What follows belongs to an exercise in optimizing a design on an open flow for small area, a short achievable clock period and few clock cycles per item; a production flow would make more cautious choices.
The RTL was checked by simulation tests, not by an equivalence proof against the original design.
Power is estimated from default activity; no workload was simulated.

==> maple <==
## swept_aabb_first_contact_top
module swept_aabb_first_contact_top (
   input  wire logic                                 clock,
   input  wire logic                                 reset,
   input  wire logic                                 req_valid,
   output logic                                      req_stall,
   input  wire logic signed [sacf_pkg::PosWidth-1:0] req_a_x,
   input  wire logic signed [sacf_pkg::PosWidth-1:0] req_a_y,
   input  wire logic [sacf_pkg::SizeWidth-1:0]       req_a_width,
   input  wire logic [sacf_pkg::SizeWidth-1:0]       req_a_height,
   input  wire logic signed [sacf_pkg::PosWidth-1:0] req_b_x,
   input  wire logic signed [sacf_pkg::PosWidth-1:0] req_b_y,
   input  wire logic [sacf_pkg::SizeWidth-1:0]       req_b_width,
   input  wire logic [sacf_pkg::SizeWidth-1:0]       req_b_height,
   input  wire logic signed [sacf_pkg::VelWidth-1:0] req_rel_vel_x,
   input  wire logic signed [sacf_pkg::VelWidth-1:0] req_rel_vel_y,
   input  wire logic                                 req_pair_blocked,
   output logic                                      rsp_valid,
   input  wire logic                                 rsp_stall,
   output logic                                      rsp_hit,
   output logic [sacf_pkg::TimeWidth-1:0]            rsp_hit_time,
   output logic                                      rsp_hit_axis
);
Settings: LEC_CHECK=0, ABC_AREA=1, CAP_MARGIN=20, CORE_MARGIN=2, CORE_UTILIZATION=55, SETUP_SLACK_MARGIN=4.0, SLEW_MARGIN=20; clock period 7.0 ns.
run.sh (not shown) runs the stock make flow with config.mk's settings and CLKGATE_MAP_FILE= SYNTH_SCRIPT=/design/flow/synth_recipe.tcl, a recipe that flattens the netlist after the stock synthesis.
==> yarrow: changes against maple <==
ABC_AREA = not set   (was 1)
==> comparison table <==
|  | maple | yarrow |
|---|---|---|
| Result of the run | complete, no violations | complete, no violations |
| Setup slack after placement | 3690 ps | 2650 ps |
| Maximum number of pins on one net before global-route repair | 117 | 90 |
| Detail Route met2 WL | 206000 µm | 192000 µm |
| Destination of the critical timing path | rsp_hit_time[13] | s1_dout_x[24]$_DFF_P_ |
| Proportion of final cell area spent on non-clock buffers | 1.55% | 4.97% |
| Most instantiated library cell after synthesis | nand2_1 | dfxtp_1 |
| Area of the core region | 0.268 mm² | 0.241 mm² |
| Tap cells | 3552 | 3185 |
| Mean routed wirelength per cell | 19.5 µm | 21.0 µm |
| Number of gates given a new drive strength after cts | 73 | 1116 |
| Slew at the pin closest to its max-slew limit | 934 ps | 1240 ps |
| Worst EP required | 5600 ps | 7840 ps |
| Setup Buffers After CTS | 0 | 191 |
| Distinct cell type count after synthesis | 59 | 95 |
| First-pass DRT Iterations | 6 | 5 |
| Portion of synthesized cell area occupied by the leading cell type | 35.6% | 39.5% |
| Seq/total area | 32.6% | 33.0% |
| Nature of the critical path endpoint | output port | flip-flop |
Testbench counts of maple, summed over its fixed seeds: cycles 12,160, items 12,000.
Testbench counts of yarrow, summed over its fixed seeds: cycles 12,160, items 12,000.

========
==> inputs of run X <==
swept_aabb_first_contact_top, a different RTL version from the one above (not shown whole).
==> flow/config.mk <==
export PLATFORM = sky130hd
export DESIGN_NAME = swept_aabb_first_contact_top
export DESIGN_NICKNAME = swept_aabb_first_contact_top
export VERILOG_FILES = /design/flow/design.v
export SDC_FILE = /design/flow/constraint.sdc
export NUM_CORES = 4
export LEC_CHECK = 0
export CAP_MARGIN = 20
export CORE_MARGIN = 2
export CORE_UTILIZATION = 55
export SETUP_SLACK_MARGIN = 3.5
export SLEW_MARGIN = 20
==> flow/constraint.sdc <==
create_clock -name core_clock -period 7.0 [get_ports {clock}]
set_input_delay 1.4000 -clock core_clock [delete_from_list [all_inputs] [get_ports {clock}]]
set_output_delay 1.4000 -clock core_clock [all_outputs]
set_load 0.01 [all_outputs]
==> run D: changes against run X <==
--- a/flow/design.v
+++ b/flow/design.v
@@ -88,16 +88,154 @@
    input  wire logic [sacf_pkg::RemWidth-1:0] rem_in,
    input  wire logic [sacf_pkg::MagWidth-1:0] nmag,
    output logic                               q,
    output logic [sacf_pkg::RemWidth-1:0]      rem_out
 );
-   logic [sacf_pkg::MagWidth:0] t;
-   always_comb begin
-      t = {1'b0, rem_in, 1'b0} + {1'b1, nmag} + 1'b1;    
-      q = !t[sacf_pkg::MagWidth];
-      rem_out = q ? t[sacf_pkg::RemWidth-1:0] : {rem_in[sacf_pkg::RemWidth-2:0], 1'b0};
-   end
+   logic [20:0] a;
+   logic [20:0] pb;    
+   logic [20:0] t;
+   assign a = {rem_in, 1'b0};
+   assign pb = a ^ nmag;
+   wire g0_0 = 1'b1;
+   wire p0_0 = 1'b0;
+   wire g1_0 = a[0] & nmag[0];
+   wire p1_0 = pb[0];
+   wire g2_0 = a[1] & nmag[1];
+   wire p2_0 = pb[1];
+   wire g3_0 = a[2] & nmag[2];
+   wire p3_0 = pb[2];
+   wire g4_0 = a[3] & nmag[3];
+   wire p4_0 = pb[3];
+   wire g5_0 = a[4] & nmag[4];
+   wire p5_0 = pb[4];
+   wire g6_0 = a[5] & nmag[5];
+   wire p6_0 = pb[5];
+   wire g7_0 = a[6] & nmag[6];
+   wire p7_0 = pb[6];
+   wire g8_0 = a[7] & nmag[7];
+   wire p8_0 = pb[7];
+   wire g9_0 = a[8] & nmag[8];
+   wire p9_0 = pb[8];
+   wire g10_0 = a[9] & nmag[9];
+   wire p10_0 = pb[9];
+   wire g11_0 = a[10] & nmag[10];
+   wire p11_0 = pb[10];
+   wire g12_0 = a[11] & nmag[11];
+   wire p12_0 = pb[11];
+   wire g13_0 = a[12] & nmag[12];
+   wire p13_0 = pb[12];
+   wire g14_0 = a[13] & nmag[13];
+   wire p14_0 = pb[13];
+   wire g15_0 = a[14] & nmag[14];
+   wire p15_0 = pb[14];
+   wire g16_0 = a[15] & nmag[15];
+   wire p16_0 = pb[15];
+   wire g17_0 = a[16] & nmag[16];
+   wire p17_0 = pb[16];
+   wire g18_0 = a[17] & nmag[17];
+   wire p18_0 = pb[17];
+   wire g19_0 = a[18] & nmag[18];
+   wire p19_0 = pb[18];
+   wire g20_0 = a[19] & nmag[19];
+   wire p20_0 = pb[19];
+   wire g21_0 = a[20] & nmag[20];
+   wire p21_0 = pb[20];
+   wire g1_1 = g1_0 | (p1_0 & g0_0);
+   wire p1_1 = p1_0 & p0_0;
+   wire g3_1 = g3_0 | (p3_0 & g2_0);
+   wire p3_1 = p3_0 & p2_0;
+   wire g5_1 = g5_0 | (p5_0 & g4_0);
+   wire p5_1 = p5_0 & p4_0;
+   wire g7_1 = g7_0 | (p7_0 & g6_0);
+   wire p7_1 = p7_0 & p6_0;
+   wire g9_1 = g9_0 | (p9_0 & g8_0);
+   wire p9_1 = p9_0 & p8_0;
+   wire g11_1 = g11_0 | (p11_0 & g10_0);
+   wire p11_1 = p11_0 & p10_0;
+   wire g13_1 = g13_0 | (p13_0 & g12_0);
+   wire p13_1 = p13_0 & p12_0;
+   wire g15_1 = g15_0 | (p15_0 & g14_0);
+   wire p15_1 = p15_0 & p14_0;
+   wire g17_1 = g17_0 | (p17_0 & g16_0);
+   wire p17_1 = p17_0 & p16_0;
+   wire g19_1 = g19_0 | (p19_0 & g18_0);
+   wire p19_1 = p19_0 & p18_0;
+   wire g21_1 = g21_0 | (p21_0 & g20_0);
+   wire p21_1 = p21_0 & p20_0;
+   wire g3_2 = g3_1 | (p3_1 & g1_1);
+   wire p3_2 = p3_1 & p1_1;
+   wire g7_2 = g7_1 | (p7_1 & g5_1);
+   wire p7_2 = p7_1 & p5_1;
+   wire g11_2 = g11_1 | (p11_1 & g9_1);
+   wire p11_2 = p11_1 & p9_1;
+   wire g15_2 = g15_1 | (p15_1 & g13_1);
+   wire p15_2 = p15_1 & p13_1;
+   wire g19_2 = g19_1 | (p19_1 & g17_1);
+   wire p19_2 = p19_1 & p17_1;
+   wire g7_3 = g7_2 | (p7_2 & g3_2);
+   wire p7_3 = p7_2 & p3_2;
+   wire g15_3 = g15_2 | (p15_2 & g11_2);
+   wire p15_3 = p15_2 & p11_2;
+   wire g15_4 = g15_3 | (p15_3 & g7_3);
+   wire p15_4 = p15_3 & p7_3;
+   wire g11_3 = g11_2 | (p11_2 & g7_3);
+   wire p11_3 = p11_2 & p7_3;
+   wire g19_3 = g19_2 | (p19_2 & g15_4);
+   wire p19_3 = p19_2 & p15_4;
+   wire g5_2 = g5_1 | (p5_1 & g3_2);
+   wire p5_2 = p5_1 & p3_2;
+   wire g9_2 = g9_1 | (p9_1 & g7_3);
+   wire p9_2 = p9_1 & p7_3;
+   wire g13_2 = g13_1 | (p13_1 & g11_3);
+   wire p13_2 = p13_1 & p11_3;
+   wire g17_2 = g17_1 | (p17_1 & g15_4);
+   wire p17_2 = p17_1 & p15_4;
+   wire g21_2 = g21_1 | (p21_1 & g19_3);
+   wire p21_2 = p21_1 & p19_3;
+   wire g2_1 = g2_0 | (p2_0 & g1_1);
+   wire p2_1 = p2_0 & p1_1;
+   wire g4_1 = g4_0 | (p4_0 & g3_2);
+   wire p4_1 = p4_0 & p3_2;
+   wire g6_1 = g6_0 | (p6_0 & g5_2);
+   wire p6_1 = p6_0 & p5_2;
+   wire g8_1 = g8_0 | (p8_0 & g7_3);
+   wire p8_1 = p8_0 & p7_3;
+   wire g10_1 = g10_0 | (p10_0 & g9_2);
+   wire p10_1 = p10_0 & p9_2;
+   wire g12_1 = g12_0 | (p12_0 & g11_3);
+   wire p12_1 = p12_0 & p11_3;
+   wire g14_1 = g14_0 | (p14_0 & g13_2);
+   wire p14_1 = p14_0 & p13_2;
+   wire g16_1 = g16_0 | (p16_0 & g15_4);
+   wire p16_1 = p16_0 & p15_4;
+   wire g18_1 = g18_0 | (p18_0 & g17_2);
+   wire p18_1 = p18_0 & p17_2;
+   wire g20_1 = g20_0 | (p20_0 & g19_3);
+   wire p20_1 = p20_0 & p19_3;
+   assign t[0] = pb[0] ^ g0_0;
+   assign t[1] = pb[1] ^ g1_1;
+   assign t[2] = pb[2] ^ g2_1;
+   assign t[3] = pb[3] ^ g3_2;
+   assign t[4] = pb[4] ^ g4_1;
+   assign t[5] = pb[5] ^ g5_2;
+   assign t[6] = pb[6] ^ g6_1;
+   assign t[7] = pb[7] ^ g7_3;
+   assign t[8] = pb[8] ^ g8_1;
+   assign t[9] = pb[9] ^ g9_2;
+   assign t[10] = pb[10] ^ g10_1;
+   assign t[11] = pb[11] ^ g11_3;
+   assign t[12] = pb[12] ^ g12_1;
+   assign t[13] = pb[13] ^ g13_2;
+   assign t[14] = pb[14] ^ g14_1;
+   assign t[15] = pb[15] ^ g15_4;
+   assign t[16] = pb[16] ^ g16_1;
+   assign t[17] = pb[17] ^ g17_2;
+   assign t[18] = pb[18] ^ g18_1;
+   assign t[19] = pb[19] ^ g19_3;
+   assign t[20] = pb[20] ^ g20_1;
+   assign q = g21_2;
+   assign rem_out = q ? t[sacf_pkg::RemWidth-1:0] : a[sacf_pkg::RemWidth-1:0];
 endmodule
 `default_nettype wire
 `default_nettype none
 module sacf_resolve (
    input  wire logic [5:0] st_in,
@@ -148,11 +286,11 @@
    localparam int MW = sacf_pkg::MagWidth;
    localparam int RW = sacf_pkg::RemWidth;
    localparam int QW = sacf_pkg::QuoWidth;
    localparam int StepsPerStage = 1;
    localparam int DivStages = QW / StepsPerStage;
-   localparam int Latency = DivStages + 2;
+   localparam int Latency = DivStages + 3;
    localparam int TmrW = 5;      
    localparam int ResW = QW + 2;    
    logic                accept;
    logic [Latency-1:0]  vld;        
    logic [Latency-1:0]  tok;        
@@ -340,12 +478,14 @@
          assign fin_fail = p_fail[k];
       end
    end
    logic fin_hit;
    assign fin_hit = !fin_fail && fin_st[3] && fin_st[1];
-   assign res = res_tok ? ~p_mag[(DivStages-1)*2*MW +: ResW]
-                        : {fin_hit, fin_hit ? fin_tin : QW'(0), fin_hit && fin_st[4]};
+   always_ff @(posedge clock) begin
+      res <= tok[Latency-2] ? ~p_mag[(DivStages-1)*2*MW +: ResW]
+                            : {fin_hit, fin_hit ? fin_tin : QW'(0), fin_hit && fin_st[4]};
+   end
    assign rsp_valid = out_valid;
    assign rsp_hit = out_res[ResW-1];
    assign rsp_hit_time = {1'b0, out_res[1 +: QW]};
    assign rsp_hit_axis = out_res[0];
 endmodule
ABC_AREA = 1   (was unset)
CTS_CLUSTER_DIAMETER = 80   (was unset)
CTS_CLUSTER_SIZE = 25   (was unset)
SETUP_SLACK_MARGIN = 4.3   (was 3.5)
==> qor summary <==
| quantity | run D | run X |
|---|---|---|
| Outcome | timing/DRC/antenna clean | timing/DRC/antenna clean |
| Sequential cell area share | 0.370 | 0.348 |
| Power Internal | 37.0 mW | 44.1 mW |
| GPL Wtd Cong | 0.901 | 0.944 |
| Power, Total | 64.4 mW | 73.4 mW |
| Overall track demand over capacity in global routing | 0.242 | 0.281 |
| Vias in the first global route | 93.4k | 105k |
| Clock share of power | 0.160 | 0.213 |
| Initial core utilization | 0.553 | 0.552 |
| Initial antenna violation count | 6 | 18 |
| Worst IR Drop VDD | 0.239 mV | 0.221 mV |
| Post-CTS Setup Inserts | 19 | 49 |
| Max transition margin | 0.446 | 0.290 |
| Synth Cell Area | 0.132 mm2 | 0.132 mm2 |
| Multi-input gate share of total cell area | 0.508 | 0.514 |
| Via count | 91.1k | 104k |
| Largest fanout of any net on the critical path | 1 | 5 |
| Number of warnings issued by yosys | 116 | 117 |
| Number of distinct standard cells referenced by the synthesized netlist | 59 | 90 |
| Iteration-0 DRC count of the detailed router | 4,180 | 5,992 |
| Worst Hold End | g_div[3].tin[0][2]$_DFF_P_ | g_div[14].tin[0][4]$_DFF_P_ |
| Post-Synth Adder-Cell Area | 0.235 | 0.161 |
| WP depth | 1 | 12 |
| Core Box Area | 0.238 mm2 | 0.240 mm2 |
| Non-clock inverter count | 1,304 | 717 |
Testbench counts of run X, summed over its fixed seeds: cycles 12,152, items 12,000.
Testbench counts of run D, summed over its fixed seeds: cycles 12,160, items 12,000.

==> afterwards: timing with drivers on the ports <==
Ports are ideal in the flow. The routed layouts listed here were re-timed in OpenROAD. Step 1 sets driving cells, clkbuf_16 on the clock port and buf_2 on the other inputs (assumed; they add their load-dependent delay and slew). Step 2 times the ports against the registers' clock, not the clock port: input delays grow and output delays shrink by t, the midpoint of the rising clock arrivals with the driver on. a / b / c = no drivers / after step 1 / after step 2; a / b = the first two.
| run | shift t [ns] | setup slack, ns | latest minus earliest clock arrival (ns) |
|---|---|---|---|
| maple | 1.002 | 4.067 / 3.961 / 3.699 | 0.053 / 0.053 |
| yarrow | 1.005 | 3.798 / 3.798 / 3.798 | 0.060 / 0.060 |
| run X | 1.029 | 3.508 / 3.462 / 3.389 | 0.084 / 0.084 |
| run D | 0.907 | 4.212 / 4.117 / 3.829 | 0.041 / 0.042 |
After both steps setup and hold are still met in every run listed. For run D, which loses most, drivers alone change the setup slack by -0.095 ns; drivers and shift together by -0.383 ns.
